From an optimization exercise on the open Yosys and OpenROAD flow, aimed at small area, a short achievable clock period and few clock cycles; shortcuts taken in it are not production practice. In this exercise RTL edits were held to simulation tests only and were not proved equivalent to the original. Power and IR drop assume default switching activity.

==> flow/design.v <==
package csgsc_pkg;
  localparam int LIST_DEPTH_DEF = 16;
  localparam int DIST_W = 32;
  localparam int TAG_W = 16;
  localparam int CMD_W = 2;
  localparam int OP_W = 2;
  localparam logic [CMD_W-1:0] CMD_APPEND_A = 2'd0;
  localparam logic [CMD_W-1:0] CMD_APPEND_B = 2'd1;
  localparam logic [CMD_W-1:0] CMD_COMBINE = 2'd2;
  localparam logic [OP_W-1:0] OP_UNION = 2'd0;
  localparam logic [OP_W-1:0] OP_INTER = 2'd1;
  localparam logic [OP_W-1:0] OP_DIFF = 2'd2;
  typedef struct packed {
    logic [CMD_W-1:0] command;
    logic signed [DIST_W-1:0] hit_distance;
    logic [TAG_W-1:0] hit_tag;
  } cmd_beat_t;
  typedef struct packed {
    logic signed [DIST_W-1:0] out_distance;
    logic [TAG_W-1:0] out_tag;
    logic out_valid;
    logic out_last;
    logic overflow;
  } res_beat_t;
  typedef struct packed {
    logic signed [DIST_W-1:0] hit_dist;
    logic [TAG_W-1:0] tag;
  } hit_t;
  typedef struct packed {
    logic append_a;
    logic append_b;
    logic start;
    logic step;
    logic flush;
  } ctl_t;
  typedef struct packed {
    logic walk_done;
    logic step_blocked;
    logic out_can_load;
  } sts_t;
endpackage
module csg_ray_span_combine (
  input  logic                       clk,
  input  logic                       rst,
  input  logic                       cfg_write_en,
  input  logic [csgsc_pkg::OP_W-1:0] cfg_write_data,
  input  logic                       cmd_valid,
  output logic                       cmd_ready,
  input  csgsc_pkg::cmd_beat_t       cmd_beat,
  output logic                       res_valid,
  input  logic                       res_ready,
  output csgsc_pkg::res_beat_t       res_beat
);
  localparam int DW = csgsc_pkg::DIST_W;
  localparam int TW = csgsc_pkg::TAG_W;
  localparam int HW = DW + TW;
  localparam int QD = 2;              
  logic          rdy;
  logic          iv;
  logic [1:0]    icmd;
  logic [HW-1:0] ihit;
  logic [HW-1:0] mem_a [0:15];
  logic [HW-1:0] mem_b [0:15];
  logic [3:0]    wpa, wpb, rpa, rpb, rpa2, rpb2;
  logic [4:0]    occa, occb;      
  logic [4:0]    cna, cnb;        
  logic          drop_new;
  logic [1:0]    bool_op;
  logic signed [DW-1:0] hda0, hda1, hdb0, hdb1;
  logic          cab;             
  logic [4:0]    qla [0:QD-1];
  logic [4:0]    qlb [0:QD-1];
  logic          qovf [0:QD-1];
  logic [$clog2(QD+1)-1:0] qn;
  logic          wv;              
  logic [4:0]    wla, wlb;        
  logic          wovf;
  logic          ina, inb, was_in;
  logic          pv, pfin, pval, povf;
  logic [HW-1:0] phit;
  logic          rfull;
  logic app_a, app_b, comb, proc_ok, acc, qfull;
  assign acc   = rdy && cmd_valid;
  assign app_a = iv && (icmd == csgsc_pkg::CMD_APPEND_A);
  assign app_b = iv && (icmd == csgsc_pkg::CMD_APPEND_B);
  assign comb  = iv && (icmd == csgsc_pkg::CMD_COMBINE);
  assign qfull = qn == QD;
  logic wr_a, wr_b, drop_a, drop_b, push;
  assign drop_a = app_a && cna[4];
  assign drop_b = app_b && cnb[4];
  assign wr_a   = app_a && !cna[4] && !occa[4];
  assign wr_b   = app_b && !cnb[4] && !occb[4];
  always_comb begin
    case (icmd)
      csgsc_pkg::CMD_APPEND_A: proc_ok = cna[4] || !occa[4];
      csgsc_pkg::CMD_APPEND_B: proc_ok = cnb[4] || !occb[4];
      csgsc_pkg::CMD_COMBINE:  proc_ok = !qfull;
      default:                 proc_ok = 1'b1;
    endcase
  end
  assign push = comb && !qfull;
  logic       iv_n;
  logic [1:0] icmd_n;
  logic       rdy_n;
  logic [4:0] occa_up, occb_up, cna_n, cnb_n;
  logic       qfull_up;
  assign iv_n    = acc || (iv && !proc_ok);
  assign icmd_n  = acc ? cmd_beat.command : icmd;
  assign cna_n   = push ? 5'd0 : cna + {4'd0, wr_a};
  assign cnb_n   = push ? 5'd0 : cnb + {4'd0, wr_b};
  assign occa_up = occa + {4'd0, wr_a};
  assign occb_up = occb + {4'd0, wr_b};
  assign qfull_up = qfull || (push && wv && (qn == QD - 1));
  always_comb begin
    rdy_n = 1'b1;
    if (iv_n) begin
      case (icmd_n)
        csgsc_pkg::CMD_APPEND_A: rdy_n = cna_n[4] || !occa_up[4];
        csgsc_pkg::CMD_APPEND_B: rdy_n = cnb_n[4] || !occb_up[4];
        csgsc_pkg::CMD_COMBINE:  rdy_n = !qfull_up;
        default:                 rdy_n = 1'b1;
      endcase
    end
  end
  logic a_left, b_left, take_a, ina_n, inb_n, now_in, kept;
  logic empty_c, last_s, res_free, pcur, need_slot, go, emit, wdone, wfree;
  logic pop_a, pop_b;
  logic [HW-1:0] sel;
  assign a_left = wla != 5'd0;
  assign b_left = wlb != 5'd0;
  assign take_a = a_left && (!b_left || cab);
  assign ina_n = ina ^ take_a;
  assign inb_n = inb ^ !take_a;
  assign sel = take_a ? {hda0, mem_a[rpa][TW-1:0]} : {hdb0, mem_b[rpb][TW-1:0]};
  always_comb begin
    case (bool_op)
      csgsc_pkg::OP_INTER: now_in = ina_n & inb_n;
      csgsc_pkg::OP_DIFF:  now_in = ina_n & ~inb_n;
      default:             now_in = ina_n | inb_n;
    endcase
  end
  assign kept    = now_in != was_in;
  assign empty_c = !a_left && !b_left;
  assign last_s  = (wla == 5'd1 && !b_left) || (wlb == 5'd1 && !a_left);
  assign res_free  = !rfull || res_ready;
  assign pcur      = pv && !pfin;
  assign need_slot = empty_c || kept || (last_s && !pcur);
  assign go    = wv && (!need_slot || !pv || res_free);
  assign emit  = pv && res_free && (pfin || (go && need_slot));
  assign wdone = go && (empty_c || last_s);
  assign wfree = !wv || wdone;
  assign pop_a = go && !empty_c && take_a;
  assign pop_b = go && !empty_c && !take_a;
  logic wa_h0, wa_h1, wb_h0, wb_h1;
  assign wa_h0 = wr_a && (pop_a ? (occa == 5'd1) : (occa == 5'd0));
  assign wa_h1 = wr_a && (pop_a ? (occa == 5'd2) : (occa == 5'd1));
  assign wb_h0 = wr_b && (pop_b ? (occb == 5'd1) : (occb == 5'd0));
  assign wb_h1 = wr_b && (pop_b ? (occb == 5'd2) : (occb == 5'd1));
  logic c_a, c_b, c_0;
  assign c_a = hda1 < hdb0;
  assign c_b = hda0 < hdb1;
  assign c_0 = hda0 < hdb0;
  always_ff @(posedge clk) begin
    if (wr_a) mem_a[wpa] <= ihit;
    if (wr_b) mem_b[wpb] <= ihit;
    if (acc) begin
      icmd <= cmd_beat.command;
      ihit <= {cmd_beat.hit_distance, cmd_beat.hit_tag};
    end
    cab <= pop_a ? c_a : pop_b ? c_b : c_0;
    if (wa_h0)      hda0 <= ihit[HW-1:TW];
    else if (pop_a) hda0 <= hda1;
    if (wa_h1)      hda1 <= ihit[HW-1:TW];
    else if (pop_a) hda1 <= mem_a[rpa2][HW-1:TW];
    if (wb_h0)      hdb0 <= ihit[HW-1:TW];
    else if (pop_b) hdb0 <= hdb1;
    if (wb_h1)      hdb1 <= ihit[HW-1:TW];
    else if (pop_b) hdb1 <= mem_b[rpb2][HW-1:TW];
  end
  always_ff @(posedge clk) begin
    if (rst) begin
      rdy <= 1'b1;
      iv <= 1'b0;
      wpa <= '0; wpb <= '0; rpa <= '0; rpb <= '0;
      rpa2 <= 4'd2; rpb2 <= 4'd2;
      occa <= '0; occb <= '0; cna <= '0; cnb <= '0;
      drop_new <= 1'b0;
      bool_op <= csgsc_pkg::OP_UNION;
      qn <= '0;
      wv <= 1'b0;
      pv <= 1'b0;
      rfull <= 1'b0;
    end else begin
      rdy <= rdy_n;
      iv <= iv_n;
      if (cfg_write_en) bool_op <= cfg_write_data;
      if (wr_a) wpa <= wpa + 4'd1;
      if (wr_b) wpb <= wpb + 4'd1;
      if (drop_a || drop_b) drop_new <= 1'b1;
      cna <= cna_n;
      cnb <= cnb_n;
      if (push) drop_new <= 1'b0;
      occa <= occa + {4'd0, wr_a} - {4'd0, pop_a};
      occb <= occb + {4'd0, wr_b} - {4'd0, pop_b};
      if (wfree) wv <= (qn != '0) || push;
      qn <= qn + (push && !(wfree && qn == '0)) - (wfree && qn != '0);
      if (pop_a) begin rpa <= rpa + 4'd1; rpa2 <= rpa2 + 4'd1; end
      if (pop_b) begin rpb <= rpb + 4'd1; rpb2 <= rpb2 + 4'd1; end
      if (go && need_slot) pv <= 1'b1;
      else if (emit) pv <= 1'b0;
      if (emit) rfull <= 1'b1;
      else if (res_ready) rfull <= 1'b0;
    end
  end
  logic qpop;
  assign qpop = wfree && qn != '0;
  always_ff @(posedge clk) begin
    for (int i = 0; i < QD; i++) begin
      if (push && !(wfree && qn == '0) &&
          (int'(qn) - (qpop ? 1 : 0) == i)) begin
        qla[i] <= cna; qlb[i] <= cnb; qovf[i] <= drop_new;
      end else if (qpop && i < QD - 1) begin
        qla[i] <= qla[i+1]; qlb[i] <= qlb[i+1]; qovf[i] <= qovf[i+1];
      end
    end
  end
  always_ff @(posedge clk) begin
    if (wfree) begin
      if (qn != '0) begin
        wla <= qla[0]; wlb <= qlb[0]; wovf <= qovf[0];
      end else begin
        wla <= cna; wlb <= cnb; wovf <= drop_new;
      end
      ina <= 1'b0; inb <= 1'b0; was_in <= 1'b0;
    end else if (go) begin
      if (take_a) wla <= wla - 5'd1;
      else        wlb <= wlb - 5'd1;
      ina <= ina_n; inb <= inb_n; was_in <= now_in;
    end
  end
  always_ff @(posedge clk) begin
    if (go && need_slot) begin
      if (empty_c || !kept) begin
        phit <= '0; pval <= 1'b0;
      end else begin
        phit <= sel; pval <= 1'b1;
      end
      povf <= wovf;
      pfin <= empty_c || last_s;
    end else if (go && last_s) begin
      pfin <= 1'b1;
    end
    if (emit) begin
      res_beat.out_distance <= phit[HW-1:TW];
      res_beat.out_tag      <= phit[TW-1:0];
      res_beat.out_valid    <= pval;
      res_beat.out_last     <= pfin;
      res_beat.overflow     <= povf;
    end
  end
  assign cmd_ready = rdy;
  assign res_valid = rfull;
endmodule
==> flow/run.sh <==
#!/bin/bash
# synth_recipe.tcl (not shown) runs the flow's synth.tcl, then flattens the netlist and writes it again
# the make line also repeats each setting of config.mk as NAME=value (left out here)
make -C /OpenROAD-flow-scripts/flow DESIGN_CONFIG=/design/flow/config.mk WORK_HOME=/design/flow/orfs CLKGATE_MAP_FILE= SYNTH_SCRIPT=/design/flow/synth_recipe.tcl finish
==> flow/config.mk <==
export PLATFORM = sky130hd
export DESIGN_NAME = csg_ray_span_combine
export DESIGN_NICKNAME = csg_ray_span_combine
export VERILOG_FILES = /design/flow/design.v
export SDC_FILE = /design/flow/constraint.sdc
export NUM_CORES = 4
export LEC_CHECK = 0
export CAP_MARGIN = 20
export CORE_MARGIN = 2
export CORE_UTILIZATION = 40
export SLEW_MARGIN = 20
==> flow/constraint.sdc <==
create_clock -name core_clock -period 5.5 [get_ports {clk}]
set_input_delay 1.1000 -clock core_clock [delete_from_list [all_inputs] [get_ports {clk}]]
set_output_delay 1.1000 -clock core_clock [all_outputs]
set_load 0.01 [all_outputs]
==> impl_metrics.py, run 1 <==
metrics = {
    "layout": {
        "fin_util": 0.466,
        "drive_gt1_frac": 0.251,
        "area_growth_pct": 15.7,
        "nNetsFinal": 4019,
    },
    "cts": {
        "cts_setup_buffers": 0,
        "ctsResizeCount": 0,
        "clkLatencyLatePin_ps": 820,
        "hold_buffers": 0,
        "cts_buffers": 190,
        "cts.root.buffer_cell": "clkbuf_16",
        "htreeDepth": 4,
        "cts_sinks": 1923,
        "cts_tree": "yes",
        "clock_path_buffers": 3,
        "clk_pin_slew_ps": 60,
    },
    "synthesis": {
        "synthTopCellsByArea": "edfxtp_1 (73%), mux4_2 (14%), ha_1 (2.1%)",
        "synth_top_area_frac": 0.733,
        "synth_ff_type": "edfxtp_1",
        "syn-num-nets": 3737,
        "synth-seq-cells": 1923,
        "ys_async_sr_fraction": 0,
        "yosys.area.top_type": "edfxtp_1",
        "synth_edf_count": 1847,
        "yosysWarningCount": 4,
        "syn_inst": 3553,
        "synth.distinct_cells": 74,
        "netlist_top_cells_count": "edfxtp_1 (1,847), mux4_2 (480), nand2_1 (156)",
        "netlist_area_mm2": 0.0756,
        "synth.most_common_cell": "edfxtp_1",
        "yosysSeqAreaShare": 0.754,
        "synth.avg_cell_area_um2": 21.3,
    },
    "global_routing": {
        "grt_pass1_vias": 36800,
        "grt.total_usage": 0.199,
        "grt_pass1_wl_um": 271000,
        "antenna_found_initial": 4,
        "grt-ovfl-total": 0,
        "grt_max_degree": 59,
    },
    "sta": {
        "hold_viol": 0,
        "slew_violations": 0,
        "tightest_slew_ps": 1090,
        "clock.fmax_mhz": 216,
        "fin_crit_sh": 0.843,
        "finalSetupTns_ps": 0,
        "clock_skew_ps": 27.4,
        "slew-limit-headroom": 0.273,
        "layout_min_cycle_time_ps": 4640,
        "setup_viol": 0,
        "rsz0062_at_grt": "false",
        "whs_ps": 415,
    },
    "run": {
        "max_cap_viol_count": 0,
    },
    "min_path": {
        "min_from": "phit[19]",
        "min_to": "res_beat[22]",
        "hold_class": "register to register",
        "hold_depth": 0,
    },
    "setup_path": {
        "rr_worst_depth": 12,
        "crit_arrival_ps": 5190,
        "cp_max_fo": 32,
        "path_delay_family": "compound AO/OA/AOI/OAI gates",
        "cp-end-kind": "register",
        "slowest_stage": "buf_4",
        "slowest_delay_ps": 550,
        "cp_num_buf_inv": 3,
        "cp-start-kind": "register",
        "r2r_end": "hda0[18]",
        "worstPathRequired_ps": 6050,
        "reg2reg_from": "wlb[0]",
        "criticalPathCategory": "register to register",
        "r2r_slack_ps": 860,
        "crit_chain": "inv_1 -> ha_1 -> or4b_4 -> a2111oi_2 -> o31ai_1 -> a211oi_1 -> a211o_1 -> nand2_2 -> inv_4 -> mux2i_4 -> buf_4 -> mux2_1",
    },
    "placement": {
        "dp_hpwl_um": 108000,
        "place_congestion": 0.852,
        "portBuffers": 109,
    },
    "power_and_ir_drop": {
        "ir_drop_mv": 0.346,
        "p_per_area_mw_per_mm2": 447,
        "p_leak_nw": 27.7,
        "power.total_mw": 39.1,
    },
    "route": {
        "num_vias": 36700,
        "via_per_inst": 5.66,
        "drt_first_pass_iters": 16,
        "drc": 0,
        "ant_nets": 0,
        "drt-wirelength-per-cell_um": 29.5,
        "routed_wl_um": 192000,
        "first_iter_violations": 4081,
    },
    "outcome": {
        "status": "no timing/DRC/antenna violations",
    },
    "floorplanning": {
        "die-area_mm2": 0.193,
        "die_h_um": 439,
        "core_mm2": 0.188,
        "start_util": 0.403,
        "num_io_pins": 110,
        "die_w_um": 439,
        "num_rows": 159,
    },
}
-- report_power, final --
| part | internal, mW | switching, mW | leakage (nW) |
|---|---|---|---|
| sequential | 17.7 | 1.21 | 17.4 |
| clock | 7.80 | 5.53 | 3.14 |
| combinational | 2.98 | 3.89 | 7.20 |
-- final cells by class --
cell class / instances / area, um^2
timing repair buffer: 241 / 2650
clock inverter: 119 / 1330
multi-input combinational: 1391 / 17900
fill: 15600 / 100000
clock buffer: 233 / 5090
antenna: 2 / 5.00
sequential: 1923 / 57000
tap: 2495 / 3120
inverter: 88 / 337
-- layer usage --
layer / routed length, um / global-route usage
met5: 0 / 0
met3: 12300 / 0.0309
met1: 80600 / 0.277
met4: 5250 / 0.0605
met2: 93400 / 0.323
-- state kept, by name, indices dropped and copies added (netlist names), 10 cells and up, named ones only --
name	flops
ihit	48
mem_a	768
phit	48
hdb1	32
qlb	10
hdb0	32
hda0	32
qla	10
hda1	32
mem_b	768
res_beat	51
-- per-stage QoR --
stage               setup slack (ps)  std cells  instance area, um^2
detailed placement               950       6118                80800
finish                           863       6492                87500
global route                     691       6490                87500
CTS                              917       6470                87200
floorplan                        261       3553                75600
global placement                1030       6111                80600
-- cell families (layout without fill, tap and decap cells) --
logic type,count (synthesis),after routing,share of synthesized area
mux,636,636,0.168
buf+inv,239,681,0.0131
flops,1923,1923,0.754
compound gates,197,197,0.0157
simple gates,385,385,0.0234
other cells,0,2,0
fa+ha+maj,127,127,0.0210
xor+xnor,46,46,0.00533
-- worst max-delay path by stage --
stage                       start     endpoint  slack, ps  cells past startpoint
final                      wlb[0]     hda0[18]        860                     12
after floorplan           icmd[0]  mem_b[3][0]        260                      4
after CTS                  wlb[0]     hda0[18]        920                     12
after global routing       wlb[0]     hda0[18]        690                     12
after global placement     wlb[0]      hdb0[5]       1030                     12
after detailed placement   wlb[0]      hdb0[5]        950                     12
-- placed cells by master (no fill, tap or decap), drive strengths merged, types with 3 or more instances in the layout --
cell type | Yosys | routed
clkdlybuf4s50 | 0 | 108
nand2 | 158 | 158
bufinv | 0 | 26
clkinv | 0 | 83
o211ai | 6 | 6
o21ai | 36 | 36
clkinvlp | 0 | 7
nor3b | 4 | 4
nand2b | 11 | 11
and2 | 6 | 6
nand4 | 17 | 17
mux4 | 480 | 480
clkbuf | 91 | 233
a31oi | 6 | 6
nand3 | 27 | 27
inv | 88 | 91
nand3b | 3 | 3
edfxtp | 1847 | 1847
nor3 | 23 | 23
dfxtp | 76 | 76
a211oi | 12 | 12
xnor2 | 22 | 22
ha | 127 | 127
nor2b | 13 | 13
a21o | 14 | 14
xor2 | 24 | 24
nor2 | 106 | 106
a21oi | 95 | 95
buf | 60 | 133
mux2i | 14 | 14
mux2 | 142 | 142
o21a | 3 | 3
nor4b | 4 | 4
Testbench counts, summed over its fixed seeds: cycles 5,631.
==> inputs of run 2 (changes only) <==
--- a/flow/design.v
+++ b/flow/design.v
@@ -56,7 +56,6 @@
   localparam int HW = DW + TW;
-  localparam int QD = 2;              
-  logic          rdy;
-  logic          iv;
-  logic [1:0]    icmd;
+  localparam int QD = 3;              
+  logic          rdy;             
   logic [HW-1:0] ihit;
+  assign ihit = {cmd_beat.hit_distance, cmd_beat.hit_tag};
   logic [HW-1:0] mem_a [0:15];
@@ -81,48 +80,24 @@
   logic          rfull;
-  logic app_a, app_b, comb, proc_ok, acc, qfull;
+  logic          pop_a, pop_b;    
+  logic app_a, app_b, push, acc;
   assign acc   = rdy && cmd_valid;
-  assign app_a = iv && (icmd == csgsc_pkg::CMD_APPEND_A);
-  assign app_b = iv && (icmd == csgsc_pkg::CMD_APPEND_B);
-  assign comb  = iv && (icmd == csgsc_pkg::CMD_COMBINE);
-  assign qfull = qn == QD;
-  logic wr_a, wr_b, drop_a, drop_b, push;
+  assign app_a = acc && (cmd_beat.command == csgsc_pkg::CMD_APPEND_A);
+  assign app_b = acc && (cmd_beat.command == csgsc_pkg::CMD_APPEND_B);
+  assign push  = acc && (cmd_beat.command == csgsc_pkg::CMD_COMBINE);
+  logic wr_a, wr_b, drop_a, drop_b;
   assign drop_a = app_a && cna[4];
   assign drop_b = app_b && cnb[4];
-  assign wr_a   = app_a && !cna[4] && !occa[4];
-  assign wr_b   = app_b && !cnb[4] && !occb[4];
-  always_comb begin
-    case (icmd)
-      csgsc_pkg::CMD_APPEND_A: proc_ok = cna[4] || !occa[4];
-      csgsc_pkg::CMD_APPEND_B: proc_ok = cnb[4] || !occb[4];
-      csgsc_pkg::CMD_COMBINE:  proc_ok = !qfull;
-      default:                 proc_ok = 1'b1;
-    endcase
-  end
-  assign push = comb && !qfull;
-  logic       iv_n;
-  logic [1:0] icmd_n;
-  logic       rdy_n;
-  logic [4:0] occa_up, occb_up, cna_n, cnb_n;
-  logic       qfull_up;
-  assign iv_n    = acc || (iv && !proc_ok);
-  assign icmd_n  = acc ? cmd_beat.command : icmd;
-  assign cna_n   = push ? 5'd0 : cna + {4'd0, wr_a};
-  assign cnb_n   = push ? 5'd0 : cnb + {4'd0, wr_b};
-  assign occa_up = occa + {4'd0, wr_a};
-  assign occb_up = occb + {4'd0, wr_b};
-  assign qfull_up = qfull || (push && wv && (qn == QD - 1));
-  always_comb begin
-    rdy_n = 1'b1;
-    if (iv_n) begin
-      case (icmd_n)
-        csgsc_pkg::CMD_APPEND_A: rdy_n = cna_n[4] || !occa_up[4];
-        csgsc_pkg::CMD_APPEND_B: rdy_n = cnb_n[4] || !occb_up[4];
-        csgsc_pkg::CMD_COMBINE:  rdy_n = !qfull_up;
-        default:                 rdy_n = 1'b1;
-      endcase
-    end
-  end
+  assign wr_a   = app_a && !cna[4];
+  assign wr_b   = app_b && !cnb[4];
+  logic [4:0] occa_n, occb_n, cna_n, cnb_n;
+  logic [$clog2(QD+1)-1:0] qn_n;
+  logic rdy_n;
+  assign cna_n  = push ? 5'd0 : cna + {4'd0, wr_a};
+  assign cnb_n  = push ? 5'd0 : cnb + {4'd0, wr_b};
+  assign occa_n = occa + {4'd0, wr_a} - {4'd0, pop_a};
+  assign occb_n = occb + {4'd0, wr_b} - {4'd0, pop_b};
+  assign rdy_n  = (cna_n[4] || !occa_n[4]) && (cnb_n[4] || !occb_n[4]) &&
+                  (qn_n != QD);
   logic a_left, b_left, take_a, ina_n, inb_n, now_in, kept;
   logic empty_c, last_s, res_free, pcur, need_slot, go, emit, wdone, wfree;
-  logic pop_a, pop_b;
   logic [HW-1:0] sel;
@@ -148,3 +123,5 @@
   assign go    = wv && (!need_slot || !pv || res_free);
-  assign emit  = pv && res_free && (pfin || (go && need_slot));
+  logic fin_now;
+  assign fin_now = go && last_s && !kept;
+  assign emit  = pv && res_free && (pfin || (go && need_slot) || fin_now);
   assign wdone = go && (empty_c || last_s);
@@ -165,6 +142,2 @@
     if (wr_b) mem_b[wpb] <= ihit;
-    if (acc) begin
-      icmd <= cmd_beat.command;
-      ihit <= {cmd_beat.hit_distance, cmd_beat.hit_tag};
-    end
     cab <= pop_a ? c_a : pop_b ? c_b : c_0;
@@ -182,3 +155,2 @@
       rdy <= 1'b1;
-      iv <= 1'b0;
       wpa <= '0; wpb <= '0; rpa <= '0; rpb <= '0;
@@ -194,3 +166,2 @@
       rdy <= rdy_n;
-      iv <= iv_n;
       if (cfg_write_en) bool_op <= cfg_write_data;
@@ -202,6 +173,6 @@
       if (push) drop_new <= 1'b0;
-      occa <= occa + {4'd0, wr_a} - {4'd0, pop_a};
-      occb <= occb + {4'd0, wr_b} - {4'd0, pop_b};
+      occa <= occa_n;
+      occb <= occb_n;
       if (wfree) wv <= (qn != '0) || push;
-      qn <= qn + (push && !(wfree && qn == '0)) - (wfree && qn != '0);
+      qn <= qn_n;
       if (pop_a) begin rpa <= rpa + 4'd1; rpa2 <= rpa2 + 4'd1; end
@@ -216,2 +187,3 @@
   assign qpop = wfree && qn != '0;
+  assign qn_n = qn + (push && !(wfree && qn == '0)) - qpop;
   always_ff @(posedge clk) begin
@@ -256,3 +228,3 @@
       res_beat.out_valid    <= pval;
-      res_beat.out_last     <= pfin;
+      res_beat.out_last     <= pfin || fin_now;
       res_beat.overflow     <= povf;
==> run 2 against run 1 <==
Still clean. Total power is 2.9% lower. Sequential share of layout area is 0.066 points higher. Clock-buffer cell count is 1 higher. Combinational power is 7.7% higher. First-iteration DRC count is 4.4% lower. Clock power is 8% lower. Final cell count is 1.1% lower. Die area is 1.5% lower. Non-clock buffer count is 2 higher. Synthesized cell count is 1.1% lower. Clock skew is 10 ps higher. Largest power group unchanged.
==> impl_metrics.py, run 2 <==
metrics = {
    "synthesis": {
        "synth_edf_count": 1810,
        "netlist_area_mm2": 0.0745,
        "synth_top_area_frac": 0.730,
        "synth_ff_type": "edfxtp_1",
        "synth.avg_cell_area_um2": 21.2,
        "synth.distinct_cells": 69,
        "synthTopCellsByArea": "edfxtp_1 (73%), mux4_2 (15%), ha_1 (2.2%)",
        "syn-num-nets": 3704,
        "yosysWarningCount": 4,
        "synth-seq-cells": 1883,
        "syn_inst": 3514,
        "yosysSeqAreaShare": 0.750,
        "yosys.area.top_type": "edfxtp_1",
        "netlist_top_cells_count": "edfxtp_1 (1,810), mux4_2 (480), mux2_2 (139), nand2_1 (139), ha_1 (131)",
        "ys_async_sr_fraction": 0,
        "synth.most_common_cell": "edfxtp_1",
    },
    "setup_path": {
        "r2r_slack_ps": 660,
        "criticalPathCategory": "register to register",
        "cp_common_cell": "ha_1",
        "rr_worst_depth": 15,
        "slowest_delay_ps": 630,
        "r2r_end": "qlb[1][2]",
        "crit_arrival_ps": 5240,
        "slowest_stage": "or4b_1",
        "startpoint": "wla[0]",
        "cp_num_buf_inv": 2,
        "cp-start-kind": "register",
        "reg2reg_from": "wla[0]",
        "cp-end-kind": "register",
        "cp_max_fo": 12,
        "path_delay_family": "compound AO/OA/AOI/OAI gates",
        "crit_chain": "inv_1 -> ha_1 -> or4b_1 -> o21a_2 -> a32o_1 -> nor3b_2 -> xor2_1 -> a21oi_1 -> o21a_1 -> nor2_1 -> ha_1 -> ha_1 -> nor4b_2 -> buf_4 -> o21bai_1",
        "worstPathRequired_ps": 5900,
    },
    "floorplanning": {
        "num_rows": 158,
        "die-area_mm2": 0.190,
        "num_io_pins": 110,
        "die_w_um": 435,
        "start_util": 0.402,
        "core_mm2": 0.185,
        "die_h_um": 435,
    },
    "sta": {
        "clock.fmax_mhz": 207,
        "hold_viol": 0,
        "layout_min_cycle_time_ps": 4840,
        "whs_ps": 415,
        "slew-limit-headroom": 0.278,
        "finalSetupTns_ps": 0,
        "clock_skew_ps": 37.4,
        "rsz0062_at_grt": "false",
        "setup_viol": 0,
        "tightest_slew_ps": 1080,
        "fin_crit_sh": 0.879,
        "slew_violations": 0,
    },
    "placement": {
        "dpl_cell_area_mm2": 0.0798,
        "place_congestion": 0.811,
        "portBuffers": 109,
        "dp_hpwl_um": 100000,
    },
    "layout": {
        "layout_common_cells": "edfxtp_1 (1,810), mux4_2 (480), clkbuf_16 (189), mux2_2 (139), nand2_1 (138)",
        "drive_gt1_frac": 0.273,
        "top_regs": "mem_a x768, mem_b x768, res_beat x51",
        "nNetsFinal": 3979,
        "layout_commonest_cell": "edfxtp_1",
        "fin_util": 0.462,
        "area_growth_pct": 15.0,
        "design_area_mm2": 0.0856,
    },
    "route": {
        "drt_first_pass_iters": 5,
        "drt-wirelength-per-cell_um": 28.3,
        "ant_nets": 0,
        "routed_wl_um": 182000,
        "via_per_inst": 5.54,
        "num_vias": 35600,
        "first_iter_violations": 3901,
        "drc": 0,
    },
    "cts": {
        "clock_path_buffers": 3,
        "cts_sinks": 1883,
        "cts_buffers": 186,
        "cts_tree": "yes",
        "clkLatencyLatePin_ps": 810,
        "cts_setup_buffers": 0,
        "cts.root.buffer_cell": "clkbuf_16",
        "clk_pin_slew_ps": 60,
        "htreeDepth": 4,
        "hold_buffers": 0,
        "ctsResizeCount": 0,
    },
    "power_and_ir_drop": {
        "power.total_mw": 38.0,
        "p_leak_nw": 27.0,
        "p_per_area_mw_per_mm2": 443,
        "ir_drop_mv": 0.379,
    },
    "min_path": {
        "min_to": "res_beat[24]",
        "hold_class": "register to register",
        "min_from": "phit[21]",
        "hold_depth": 0,
    },
    "global_routing": {
        "grt.total_usage": 0.191,
        "grt-ovfl-total": 0,
        "grt_pass1_wl_um": 261000,
        "grt_pass1_vias": 36300,
        "grt_max_degree": 58,
        "antenna_found_initial": 5,
    },
    "outcome": {
        "status": "no timing/DRC/antenna violations",
    },
    "run": {
        "max_cap_viol_count": 0,
    },
}
[run 2: per-stage QoR]
| step | setup slack (ps) | std cells |
|---|---|---|
| finish | 663 | 6423 |
| global route | 242 | 6419 |
| CTS | 637 | 6418 |
| detailed placement | 663 | 6080 |
| global placement | 634 | 6080 |
| floorplan | -486 | 3514 |
[run 2: how the worst max path moves through the flow]
stage / slack, ps / depth (start not counted) / to
floorplan: -490 / 4 / mem_a[0][0]
global placement: 630 / 20 / rdy
detailed placement: 660 / 20 / rdy
CTS: 640 / 15 / qovf[1]
global route: 240 / 16 / qla[0][3]
finish: 660 / 15 / qlb[1][2]
[run 2: layout make-up]
cell class              count  area [um^2]
diodes                      4         10.0
clock buffers             234         4920
clock inverters           104          910
fillers                 15400        99600
inverters                 102          383
multi-input cells        1373        18000
flip-flops and latches   1883        55800
well taps                2480         3100
repair buffers            243         2490
[run 2: logic make-up (layout without fill, tap and decap cells)]
logic type / after synthesis / after routing / synth area share
flops: 1883 / 1883 / 0.750
compound gates: 185 / 185 / 0.0150
xor+xnor: 39 / 39 / 0.00459
simple gates: 354 / 354 / 0.0219
buf+inv: 258 / 683 / 0.0138
fa+ha+maj: 133 / 133 / 0.0226
other cells: 0 / 4 / 0
mux: 662 / 662 / 0.173
[run 2: layer usage]
layer	GRT usage	vias up	wire length, um	share of wire
met5	0	-	0	0
met3	0.0348	251	11800	0.065
met1	0.264	19100	76600	0.42
met2	0.307	1200	87900	0.48
met4	0.0623	0	5460	0.030
li1	-	15000	-	-
[run 2: power by group]
part / total [mW] / internal (mW) / switching (mW)
Clock: 12.3 / 6.91 / 5.38
Sequential: 18.3 / 17.2 / 1.07
Combinational: 7.40 / 3.44 / 3.96
Testbench counts of run 2, summed over its fixed seeds: cycles 5,580.

## afterwards: timing with drivers on the ports
How much do the figures lean on ideal ports? The routed layouts below were timed once more, with nothing changed but the port constraints. Step 1 (the two cells are an assumption about what drives the block):
set clk [get_ports {clk}]
set_driving_cell -lib_cell sky130_fd_sc_hd__clkbuf_16 $clk
set_driving_cell -lib_cell sky130_fd_sc_hd__buf_2 [delete_from_list [all_inputs] $clk]
Step 2 adds t to the input delays and takes it off the output delays; t is the mean of the earliest and latest rising clock arrival at the registers after step 1. Input paths then give back, and output paths get back, about the clock's delay inside the block. Three values: no drivers, after step 1, after step 2; two values: the first two.
run	t, ns	setup slack, ns	worst hold slack (ns)
run 1	0.895	0.863 / 0.863 / 0.863	0.415 / 0.415 / 0.415
run 2	0.881	0.663 / 0.663 / 0.663	0.415 / 0.415 / 0.415
After both steps setup and hold are still met in every run listed.
